What follows belongs to an exercise in optimizing a design on an open flow for small area and a short achievable clock period; a production flow would make more cautious choices. The RTL was checked by simulation tests, not by an equivalence proof against the original design. The clock port is modelled as an ideal driver; clocking choices that lean on that would not hold on a real chip. No activity file was given, so power comes from the tool's default toggle rates.

== lagoon ==
Design pe_dot_unit, start of the top module:
module pe_dot_unit (
  input  logic                clock,
  input  logic                i_arst_n,
  input  logic [7:0][7:0]     i_feature,
  input  logic [7:0][7:0]     i_filter,
  output logic signed [17:0]  o_result
);
Size: roughly 1,400 cells after synthesis, roughly 360 flip-flops, about 0.019 mm² of cells after synthesis.
clock: 4.7 ns
lec_check: 0
cap_margin: 20
core_margin: 2
core_utilization: 65
cts_cluster_diameter: 100
cts_cluster_size: 26
hold_slack_margin: 0.2
setup_slack_margin: 2.7
slew_margin: 20
synth_hierarchical: 1
synth_minimum_keep_size: 0
buffer_ports_args: -buffer_cell sky130_fd_sc_hd__buf_1
post_cts_tcl: /design/flow/flow/skew.tcl
skew_spec: 2 1.10 3 1.65 4 2.10 5 1.00
skew_group: 24
skip_cts_repair_timing: 1
remove_abc_buffers: 1
standard.sh (not shown) runs the stock make flow with config.mk's settings and CLKGATE_MAP_FILE= SYNTH_SCRIPT=/design/flow/synth_recipe.tcl, a recipe that flattens the netlist after the stock synthesis.
==> flow/flow/run.sh <==
#!/bin/bash
set -e
cd "$(dirname "$0")/.."
W=$(pwd)
{
  echo "export BUFFER_PORTS_ARGS = -buffer_cell sky130_fd_sc_hd__buf_1"
  echo "export POST_CTS_TCL = $W/flow/skew.tcl"
  echo "export SKEW_SPEC = 2 1.10 3 1.65 4 2.10 5 1.00"
  echo "export SKEW_GROUP = 24"
  echo "export SKIP_CTS_REPAIR_TIMING = 1"
  echo "export REMOVE_ABC_BUFFERS = 1"
} >> config.mk
bash standard.sh > standard.log 2>&1
Other scripts of this flow, unchanged in this note and not shown: flow/flow/skew.tcl
lagoon: complete, dirty (negative hold slack)
The inputs of yarrow differ from those of lagoon as listed below.
-- flow/config.mk --
<<< lagoon, line 10
export CORE_UTILIZATION = 65
>>> yarrow, line 10
export CORE_UTILIZATION = 40
Notes after the runs:
yarrow against lagoon: maximum achievable frequency went up by 0.71%; area after synthesis held steady. Between lagoon and yarrow, maximum fanout along the worst path increased. Compared with lagoon, yarrow shows number of global-route vias before repair that has gone down by a few percent. Comparing lagoon against yarrow, there is no change at all in number of sequential cells. Re share of final-layout standard cells stronger than drive strength 1: lagoon was lower than yarrow. Diff lagoon -> yarrow | setup slack after placement | decrease of 0.035 ns. The final layout from yarrow, which completed every stage, passed the timing, design-rule and antenna checks at the end of the flow. yarrow vs lagoon — met3 wire length dropped by more than a quarter.
### yarrow -> pepper
-- flow/flow/run.sh --
<<< yarrow, line 8
  echo "export SKEW_SPEC = 2 1.10 3 1.65 4 2.10 5 1.00"
>>> pepper, line 8
  echo "export SKEW_SPEC = 2 1.20 3 1.75 4 2.20 5 1.00"
-- flow/config.mk --
<<< yarrow, line 20
export SKEW_SPEC = 2 1.10 3 1.65 4 2.10 5 1.00
>>> pepper, line 20
export SKEW_SPEC = 2 1.20 3 1.75 4 2.20 5 1.00
--- outcome ---
- Although it ran to completion, pepper produced a layout that fails the final checks because of negative hold slack.
- Per the comparison of pepper with yarrow, final instance count without filler cells rose about 1%; least setup slack across all paths after layout rose 0.0098 ns; area overhead of the layout relative to synthesis rose 0.67 points.
- pepper does better than yarrow on time the worst path needs with I/O delays and setup.
- The maximum resistive drop on vdd in pepper was higher than what yarrow gave.
- The arrival time reported for the critical path endpoint number comes out higher for yarrow vs pepper.
- yarrow reports its capturing element of the worst setup path as fs_975_q2$_DFF_P_ while pepper reports r_1285_q5$_DFF_P_.
- Compared with yarrow, pepper shows combinational power share higher by 0.7 points.


## v6
Another version of the RTL of pe_dot_unit (not shown whole).
Size in the first run: about 0.022 mm^2 of cells after synthesis.
clock: 4.7 ns
lec_check: 0
cap_margin: 20
core_margin: 2
core_utilization: 40
cts_buf_list: sky130_fd_sc_hd__clkbuf_4 sky130_fd_sc_hd__clkbuf_8
setup_slack_margin: 2.5
slew_margin: 20
synth_hierarchical: 1
synth_minimum_keep_size: 0
run.sh (not shown) runs the stock make flow with config.mk's settings and CLKGATE_MAP_FILE= SYNTH_SCRIPT=/design/flow/synth_recipe.tcl, a recipe that flattens the netlist after the stock synthesis.
Stock flow here: none of the scripts above is used.
--- input diff v6..v7 ---
- CTS_BUF_LIST removed (was sky130_fd_sc_hd__clkbuf_4 sky130_fd_sc_hd__clkbuf_8)
Notes after the runs:
Relative to v6, number of post-CTS setup repair buffers decreased by 3 in v7.
From v6 to v7 the numbers moved as follows: portion of total power attributed to the clock network rose 0.2 points, non-clock buffering overhead in the final layout shows no meaningful change.
Between v6 and v7, the total leakage power is higher for v6.
The via count reported for v7 is lower than the one for v6.
In the reports for v6 and v7, the larger wire length of the first global-routing pass belongs to v6.
[v7] fraction of final layout cells sized beyond drive strength 1 fell 4.5 points relative to v6
In the flow results for v6 and v7, the synthesis-to-layout area growth is larger on v6.
Going from v6 to v7, post-synthesis instance total saw little to no change; number of flops mapped to enable cells by yosys saw little to no change.
Between v7 and v6, the overall power consumption does not differ in any meaningful way.


pe_dot_unit, a different RTL version from the one above (not shown whole).
Size in the first run: about 1500 cells after synthesis, roughly 470 flip-flops, ~150 I/O pins, ~21000 µm² of cells after synthesis.
clock: 4.7 ns
lec_check: 0
cap_margin: 20
core_margin: 2
core_utilization: 40
cts_cluster_diameter: 100
cts_cluster_size: 26
setup_slack_margin: 2.6
slew_margin: 20
synth_hierarchical: 1
synth_minimum_keep_size: 0
buffer_ports_args: -buffer_cell sky130_fd_sc_hd__buf_1
standard.sh (not shown) runs the stock make flow with config.mk's settings and CLKGATE_MAP_FILE= SYNTH_SCRIPT=/design/flow/synth_recipe.tcl, a recipe that flattens the netlist after the stock synthesis.
==> flow/flow/run.sh <==
#!/bin/bash
# Layout flow: the standard flow, with the port buffers that the
# standard flow inserts made the smallest plain buffer (buf_1) instead of
# clkdlybuf4s50_1; timing repair may still resize them.
set -e
cd "$(dirname "$0")/.."
{
  echo "== standard.sh"; cat standard.sh
  echo "== config.mk (as given)"; cat config.mk
} > flow_inputs.log 2>&1
echo 'export BUFFER_PORTS_ARGS = -buffer_cell sky130_fd_sc_hd__buf_1' >> config.mk
bash standard.sh > standard.log 2>&1
The first run finished with timing, DRC and antenna clean.
Then changed:
==> flow/run.sh (new file) <==
#!/bin/bash
# synth_recipe.tcl (not shown) runs the flow's synth.tcl, then flattens the netlist and writes it again
# the make line also repeats each setting of config.mk as NAME=value (left out here)
make -C /OpenROAD-flow-scripts/flow DESIGN_CONFIG=/design/flow/config.mk WORK_HOME=/design/flow/orfs CLKGATE_MAP_FILE= SYNTH_SCRIPT=/design/flow/synth_recipe.tcl finish
Settings changed: BUFFER_PORTS_ARGS -buffer_cell sky130_fd_sc_hd__buf_1 to unset, CTS_CLUSTER_SIZE 26 to 30.
removed: flow/flow/run.sh
removed: flow/standard.sh
=> Total power goes down by 0.66%. Maximum frequency rose by about 0.35%. Non-clock buffer count fell by 2. Die area is unchanged. Sequential cell count is unchanged. Via count hardly moves. Final cell count hardly moves.


Another version of the RTL of pe_dot_unit (not shown whole).
Size in the first run: about 1500 cells after synthesis, ~150 I/O pins, roughly 20000 um2 of cells after synthesis.
clock: 4.7 ns
lec_check: 0
cap_margin: 20
core_margin: 2
core_utilization: 40
cts_cluster_diameter: 100
cts_cluster_size: 26
hold_slack_margin: 0.1
setup_slack_margin: 2.6
slew_margin: 20
synth_hierarchical: 1
synth_minimum_keep_size: 0
buffer_ports_args: -buffer_cell sky130_fd_sc_hd__buf_1
post_cts_tcl: /design/flow/flow/skew.tcl
skew_spec: 2 0.41 3 0.88 4 0.91
skew_group: 24
skip_cts_repair_timing: 1
remove_abc_buffers: 1
==> flow/flow/run.sh <==
#!/bin/bash
set -e
cd "$(dirname "$0")/.."
W=$(pwd)
{
  echo "export BUFFER_PORTS_ARGS = -buffer_cell sky130_fd_sc_hd__buf_1"
  echo "export POST_CTS_TCL = $W/flow/skew.tcl"
  echo "export SKEW_SPEC = 2 0.41 3 0.88 4 0.91"
  echo "export SKEW_GROUP = 24"
  echo "export SKIP_CTS_REPAIR_TIMING = 1"
  echo "export REMOVE_ABC_BUFFERS = 1"
} >> config.mk
bash standard.sh > standard.log 2>&1
Other scripts of this flow, unchanged in this note and not shown: flow/flow/skew.tcl
The starting point finished clean.
==> next run, changes <==
--- a/flow/flow/run.sh
+++ b/flow/flow/run.sh
@@ -7,3 +7,3 @@
   echo "export POST_CTS_TCL = $W/flow/skew.tcl"
-  echo "export SKEW_SPEC = 2 0.41 3 0.88 4 0.91"
+  echo "export SKEW_SPEC = 2 0.64 3 1.27 4 1.30 5 0.61"
   echo "export SKEW_GROUP = 24"
SKEW_SPEC = 2 0.64 3 1.27 4 1.30 5 0.61   (was 2 0.41 3 0.88 4 0.91)
Setup slack is better by 0.030 ns.
Synthesized cell count stays the same.
Maximum frequency goes up by 1.4%.
Worst hold slack is better by 0.033 ns.
==> next run, changes <==
--- a/flow/flow/run.sh
+++ b/flow/flow/run.sh
@@ -7,3 +7,3 @@
   echo "export POST_CTS_TCL = $W/flow/skew.tcl"
-  echo "export SKEW_SPEC = 2 0.64 3 1.27 4 1.30 5 0.61"
+  echo "export SKEW_SPEC = 2 0.82 3 1.52 4 1.62 5 1.01"
   echo "export SKEW_GROUP = 24"
HOLD_SLACK_MARGIN = 0.2   (was 0.1)
SETUP_SLACK_MARGIN = 2.7   (was 2.6)
SKEW_SPEC = 2 0.82 3 1.52 4 1.62 5 1.01   (was 2 0.64 3 1.27 4 1.30 5 0.61)
- via count goes up slightly
- combinational power goes up by a little under a tenth
- final cell count goes up slightly
- setup slack gains 0.14 ns
- die area is unchanged
- synthesized cell count stays the same
- cell area goes up slightly
- wire length goes up slightly
- total power goes up by a few percent
- area after synthesis is unchanged
- worst hold slack gains 0.039 ns
==> next run, changes <==
SETUP_SLACK_MARGIN = 2.65   (was 2.7)
The new run completed without violations.
Core utilization is about the same.
Setup slack degrades by 0.028 ns.
First-iteration DRC count came out lower by 3.1%.
Worst hold slack degrades by 0.057 ns.


== lane 4 ==
pe_dot_unit again, from the RTL that the note above started with.
export LEC_CHECK = 0
export CAP_MARGIN = 20
export CORE_MARGIN = 2
export CORE_UTILIZATION = 40
export CTS_CLUSTER_DIAMETER = 100
export CTS_CLUSTER_SIZE = 26
export SETUP_SLACK_MARGIN = 2.5
export SLEW_MARGIN = 20
export SYNTH_HIERARCHICAL = 1
export SYNTH_MINIMUM_KEEP_SIZE = 0
export BUFFER_PORTS_ARGS = -buffer_cell sky130_fd_sc_hd__buf_1
export POST_CTS_TCL = /design/flow/flow/skew.tcl
export SKEW_SPEC = 2 0.43 3 0.91 4 0.94
export SKEW_GROUP = 24
export SKIP_CTS_REPAIR_TIMING = 1
export REMOVE_ABC_BUFFERS = 1
create_clock -name core_clock -period 4.7 [get_ports {clock}]
==> flow/flow/run.sh <==
#!/bin/bash
set -e
cd "$(dirname "$0")/.."
W=$(pwd)
{
  echo "export BUFFER_PORTS_ARGS = -buffer_cell sky130_fd_sc_hd__buf_1"
  echo "export POST_CTS_TCL = $W/flow/skew.tcl"
  echo "export SKEW_SPEC = 2 0.43 3 0.91 4 0.94"
  echo "export SKEW_GROUP = 24"
  echo "export SKIP_CTS_REPAIR_TIMING = 1"
  echo "export REMOVE_ABC_BUFFERS = 1"
} >> config.mk
bash standard.sh > standard.log 2>&1
==> flow/flow/skew.tcl <==

proc skew_log { msg } { puts "SKEW: $msg" }

# this file may be sourced inside a proc (the ORFS hook); keep its state global
global skew_block skew_db skew_group skew_rootnet skew_chain skew_chainnets

set skew_block [ord::get_db_block]
set skew_db [ord::get_db]
set skew_leaf_master [$skew_db findMaster sky130_fd_sc_hd__clkbuf_8]
set skew_drv_master [$skew_db findMaster sky130_fd_sc_hd__clkbuf_16]
set skew_dly_masters [list \
  [$skew_db findMaster sky130_fd_sc_hd__clkdlybuf4s50_1] \
  [$skew_db findMaster sky130_fd_sc_hd__clkdlybuf4s25_1] \
  [$skew_db findMaster sky130_fd_sc_hd__clkdlybuf4s15_1]]
set skew_group $::env(SKEW_GROUP)

# clock root buffer: the one cell on the clock port's net
set skew_portnet [[$skew_block findBTerm clock] getNet]
set skew_root ""
foreach it [$skew_portnet getITerms] { set skew_root [$it getInst] }
set skew_rootnet [[$skew_root findITerm X] getNet]
set skew_rootloc [$skew_root getLocation]
skew_log "root [$skew_root getName] net [$skew_rootnet getName]"

proc skew_clk_iterm { inst } {
  foreach it [$inst getITerms] {
    if { [[$it getMTerm] getName] == "CLK" } { return $it }
  }
  return ""
}

proc skew_arrival { insts } {
  set sum 0.0
  set n 0
  foreach inst $insts {
    set p [get_pins -of_objects [get_cells [$inst getName]] -filter "name==CLK"]
    set a [get_property $p arrival_max_rise]
    set sum [expr { $sum + $a }]
    incr n
  }
  if { $n == 0 } { return 0.0 }
  return [expr { $sum / $n }]
}

# split a list of insts into groups of at most skew_group by coordinate bisection
proc skew_split { insts } {
  global skew_group
  if { [llength $insts] <= $skew_group } { return [list $insts] }
  set xs {}
  set ys {}
  foreach i $insts {
    lassign [$i getLocation] x y
    lappend xs $x
    lappend ys $y
  }
  set dx [expr { [tcl::mathfunc::max {*}$xs] - [tcl::mathfunc::min {*}$xs] }]
  set dy [expr { [tcl::mathfunc::max {*}$ys] - [tcl::mathfunc::min {*}$ys] }]
  set idx [expr { $dx >= $dy ? 0 : 1 }]
  set keyed {}
  foreach i $insts { lappend keyed [list [lindex [$i getLocation] $idx] $i] }
  set sorted {}
  foreach k [lsort -integer -index 0 $keyed] { lappend sorted [lindex $k 1] }
  set half [expr { [llength $sorted] / 2 }]
  return [concat [skew_split [lrange $sorted 0 [expr { $half - 1 }]]] \
    [skew_split [lrange $sorted $half end]]]
}

proc skew_centroid { insts } {
  set sx 0
  set sy 0
  foreach i $insts {
    lassign [$i getLocation] x y
    incr sx $x
    incr sy $y
  }
  set n [llength $insts]
  return [list [expr { $sx / $n }] [expr { $sy / $n }]]
}

proc skew_place { inst loc } {
  $inst setLocation [lindex $loc 0] [lindex $loc 1]
  $inst setPlacementStatus PLACED
}

proc skew_build_chain { r drv cells flops } {
  global skew_block skew_rootnet
  [$drv findITerm A] disconnect
  foreach c $::skew_chain { odb::dbInst_destroy $c }
  foreach n $::skew_chainnets { odb::dbNet_destroy $n }
  set ::skew_chain {}
  set ::skew_chainnets {}
  set prev $skew_rootnet
  set j 0
  foreach m $cells {
    set c [odb::dbInst_create $skew_block $m "skew_r${r}_dly_$j"]
    skew_place $c [skew_centroid $flops]
    [$c findITerm A] connect $prev
    set nn [odb::dbNet_create $skew_block "skew_r${r}_chain_$j"]
    $nn setSigType CLOCK
    [$c findITerm X] connect $nn
    set prev $nn
    lappend ::skew_chain $c
    lappend ::skew_chainnets $nn
    incr j
  }
  [$drv findITerm A] connect $prev
}

set skew_ranks {}
foreach {r d} $::env(SKEW_SPEC) { dict set skew_ranks $r $d }
set skew_ref {}
set skew_byrank [dict create]
foreach inst [$skew_block getInsts] {
  if { ![string match "*df*" [[$inst getMaster] getName]] } { continue }
  set r 0
  regexp {_q([0-9]+)\$} [$inst getName] -> r
  if { [dict exists $skew_ranks $r] } {
    dict lappend skew_byrank $r $inst
  } else {
    lappend skew_ref $inst
  }
}
estimate_parasitics -placement
set skew_refarr [skew_arrival $skew_ref]
skew_log "reference arrival [format %.3f $skew_refarr] over [llength $skew_ref] registers"

set skew_oldnets {}
set skew_uid 0
dict for {r d} $skew_ranks {
  if { ![dict exists $skew_byrank $r] } { continue }
  set flops [dict get $skew_byrank $r]
  set drvnet [odb::dbNet_create $skew_block "skew_r${r}_trunk"]
  $drvnet setSigType CLOCK
  set k 0
  foreach grp [skew_split $flops] {
    set leaf [odb::dbInst_create $skew_block $skew_leaf_master "skew_r${r}_leaf_$k"]
    skew_place $leaf [skew_centroid $grp]
    set lnet [odb::dbNet_create $skew_block "skew_r${r}_leafnet_$k"]
    $lnet setSigType CLOCK
    [$leaf findITerm A] connect $drvnet
    [$leaf findITerm X] connect $lnet
    foreach f $grp {
      set it [skew_clk_iterm $f]
      set on [$it getNet]
      if { $on != "NULL" } { lappend skew_oldnets $on }
      $it disconnect
      $it connect $lnet
    }
    incr k
  }
  set drv [odb::dbInst_create $skew_block $skew_drv_master "skew_r${r}_drv"]
  skew_place $drv [skew_centroid $flops]
  [$drv findITerm X] connect $drvnet
  skew_log "rank $r: [llength $flops] registers, $k leaf buffers"

  # delay chain from the root net to the trunk driver: try chains of growing
  # delay and keep the one whose skew comes closest to the requested delay
  set s15 [$skew_db findMaster sky130_fd_sc_hd__clkdlybuf4s15_1]
  set s18 [$skew_db findMaster sky130_fd_sc_hd__clkdlybuf4s18_1]
  set s25 [$skew_db findMaster sky130_fd_sc_hd__clkdlybuf4s25_1]
  set s50 [$skew_db findMaster sky130_fd_sc_hd__clkdlybuf4s50_1]
  set cands [list {} [list $s15] [list $s18] [list $s25] [list $s15 $s15] [list $s15 $s25] \
    [list $s50] [list $s25 $s25] [list $s50 $s15] [list $s50 $s25] [list $s50 $s50] \
    [list $s50 $s50 $s15] [list $s50 $s50 $s25] [list $s50 $s50 $s50]]
  set ::skew_chain {}
  set ::skew_chainnets {}
  set best {}
  set bestdiff 1e9
  foreach cells $cands {
    skew_build_chain $r $drv $cells $flops
    estimate_parasitics -placement
    set got [expr { [skew_arrival $flops] - $skew_refarr }]
    skew_log "rank $r: chain of [llength $cells] cells gives skew [format %.3f $got] (want $d)"
    set diff [expr { abs($got - $d) }]
    if { $diff < $bestdiff } {
      set bestdiff $diff
      set best $cells
    }
    if { $got > $d + 0.15 } { break }
  }
  skew_build_chain $r $drv $best $flops
}

# clock buffers left without sinks
foreach n [lsort -unique $skew_oldnets] {
  set sinks 0
  set drv ""
  foreach it [$n getITerms] {
    if { [$it isOutputSignal] } { set drv [$it getInst] } else { incr sinks }
  }
  if { $sinks == 0 && $drv != "" } {
    skew_log "removing idle clock buffer [$drv getName]"
    odb::dbInst_destroy $drv
    odb::dbNet_destroy $n
  }
}

detailed_placement
check_placement -verbose
estimate_parasitics -placement
dict for {r d} $skew_ranks {
  if { [dict exists $skew_byrank $r] } {
    skew_log "rank $r final skew [format %.3f [expr { [skew_arrival [dict get $skew_byrank $r]] - [skew_arrival $skew_ref] }]]"
  }
}
report_clock_skew
The inputs of lane 5 differ from those of lane 4 as listed below.
Settings: a change of SETUP_SLACK_MARGIN from 2.5 to 2.6.
--- a/flow/flow/skew.tcl
+++ b/flow/flow/skew.tcl
@@ -1,7 +1,4 @@
 
 proc skew_log { msg } { puts "SKEW: $msg" }
-
-# this file may be sourced inside a proc (the ORFS hook); keep its state global
-global skew_block skew_db skew_group skew_rootnet skew_chain skew_chainnets
 
 set skew_block [ord::get_db_block]
Notes after the runs:
Lane 5 never completed; the flow aborted with a tool error in clock tree synthesis. Count of state elements after synthesis essentially unchanged between lane 5 and lane 4. Summary of lane 5 over lane 4: worst slack at placement roughly the same; die extent in x roughly the same; share of synthesized registers carrying an async set or reset roughly the same. Number of port buffers: lane 4 vs lane 5 identical. Synthesized cell count came out exactly the same in lane 5 and lane 4. As far as post-synthesis adder-cell area fraction goes, lane 5 and lane 4 are indistinguishable; the numbers are identical. Looking at lane 5 and lane 4, the synthesized area is a wash. Effective utilization at floorplan: lane 4 vs lane 5 — no meaningful difference. From lane 4 to lane 5, number of synthesized flops with an enable pin did not move at all. For average instance area after synthesis, lane 5 and lane 4 come out practically identical.

static timing again, ports no longer ideal:
No port has a modelled driver above. Below, the same layouts with a new extraction and two added sets of constraints. Step 1 sets driving cells, clkbuf_16 on the clock port and buf_2 on the other inputs (assumed; they add their load-dependent delay and slew). Step 2, shift: input delay + t, output delay - t, t = (earliest + latest rising clock arrival at the registers) / 2. This alone moves slack from input paths to output paths. a / b / c = ideal / step 1 / step 2; a / b = the first two.
run	t (ns)	setup WS [ns]	hold WS [ns]	worst setup path after step 2	clock arrival spread, ns	worst data-port slew with drivers (ns)
lagoon	1.666	2.689 / 2.675 / 1.790	-0.033 / -0.033 / -0.033	input to register	2.212 / 2.212	0.04
yarrow	1.642	2.703 / 2.667 / 1.835	0.039 / 0.039 / 0.039	input to register	2.149 / 2.149	0.04
pepper	1.744	2.713 / 2.667 / 1.683	-0.048 / -0.048 / -0.048	input to register	2.349 / 2.349	0.04
v6	0.705	2.507 / 2.507 / 2.507	0.319 / 0.319 / 0.319	register to register	0.035 / 0.034	0.05
v7	0.655	2.534 / 2.486 / 2.534	0.322 / 0.322 / 0.322	register to register	0.023 / 0.023	0.05
the first run of note 3	0.631	2.620 / 2.620 / 2.620	0.324 / 0.284 / 0.330	register to register	0.031 / 0.031	0.07
the second run of note 3	0.623	2.628 / 2.628 / 2.433	0.323 / 0.323 / 0.323	input to register	0.033 / 0.033	0.06
the first run of note 4	1.063	2.555 / 2.555 / 2.301	0.075 / 0.075 / 0.075	input to register	0.994 / 0.994	0.05
the second run of note 4	1.266	2.585 / 2.585 / 2.083	0.108 / 0.108 / 0.108	input to register	1.404 / 1.404	0.05
the third run of note 4	1.401	2.728 / 2.670 / 1.961	0.146 / 0.146 / 0.146	input to register	1.676 / 1.677	0.05
the fourth run of note 4	1.395	2.700 / 2.669 / 1.968	0.089 / 0.089 / 0.089	input to register	1.661 / 1.661	0.05
lane 4	1.039	2.534 / 2.534 / 2.304	0.175 / 0.175 / 0.175	input to register	0.952 / 0.952	0.05
Clock arrivals are far apart in 8 of these runs, so t is only a midpoint there and step 2 fits no single register. The setup slack of pepper, which loses most, moves by -0.046 ns with the drivers and by -1.030 ns with both steps.
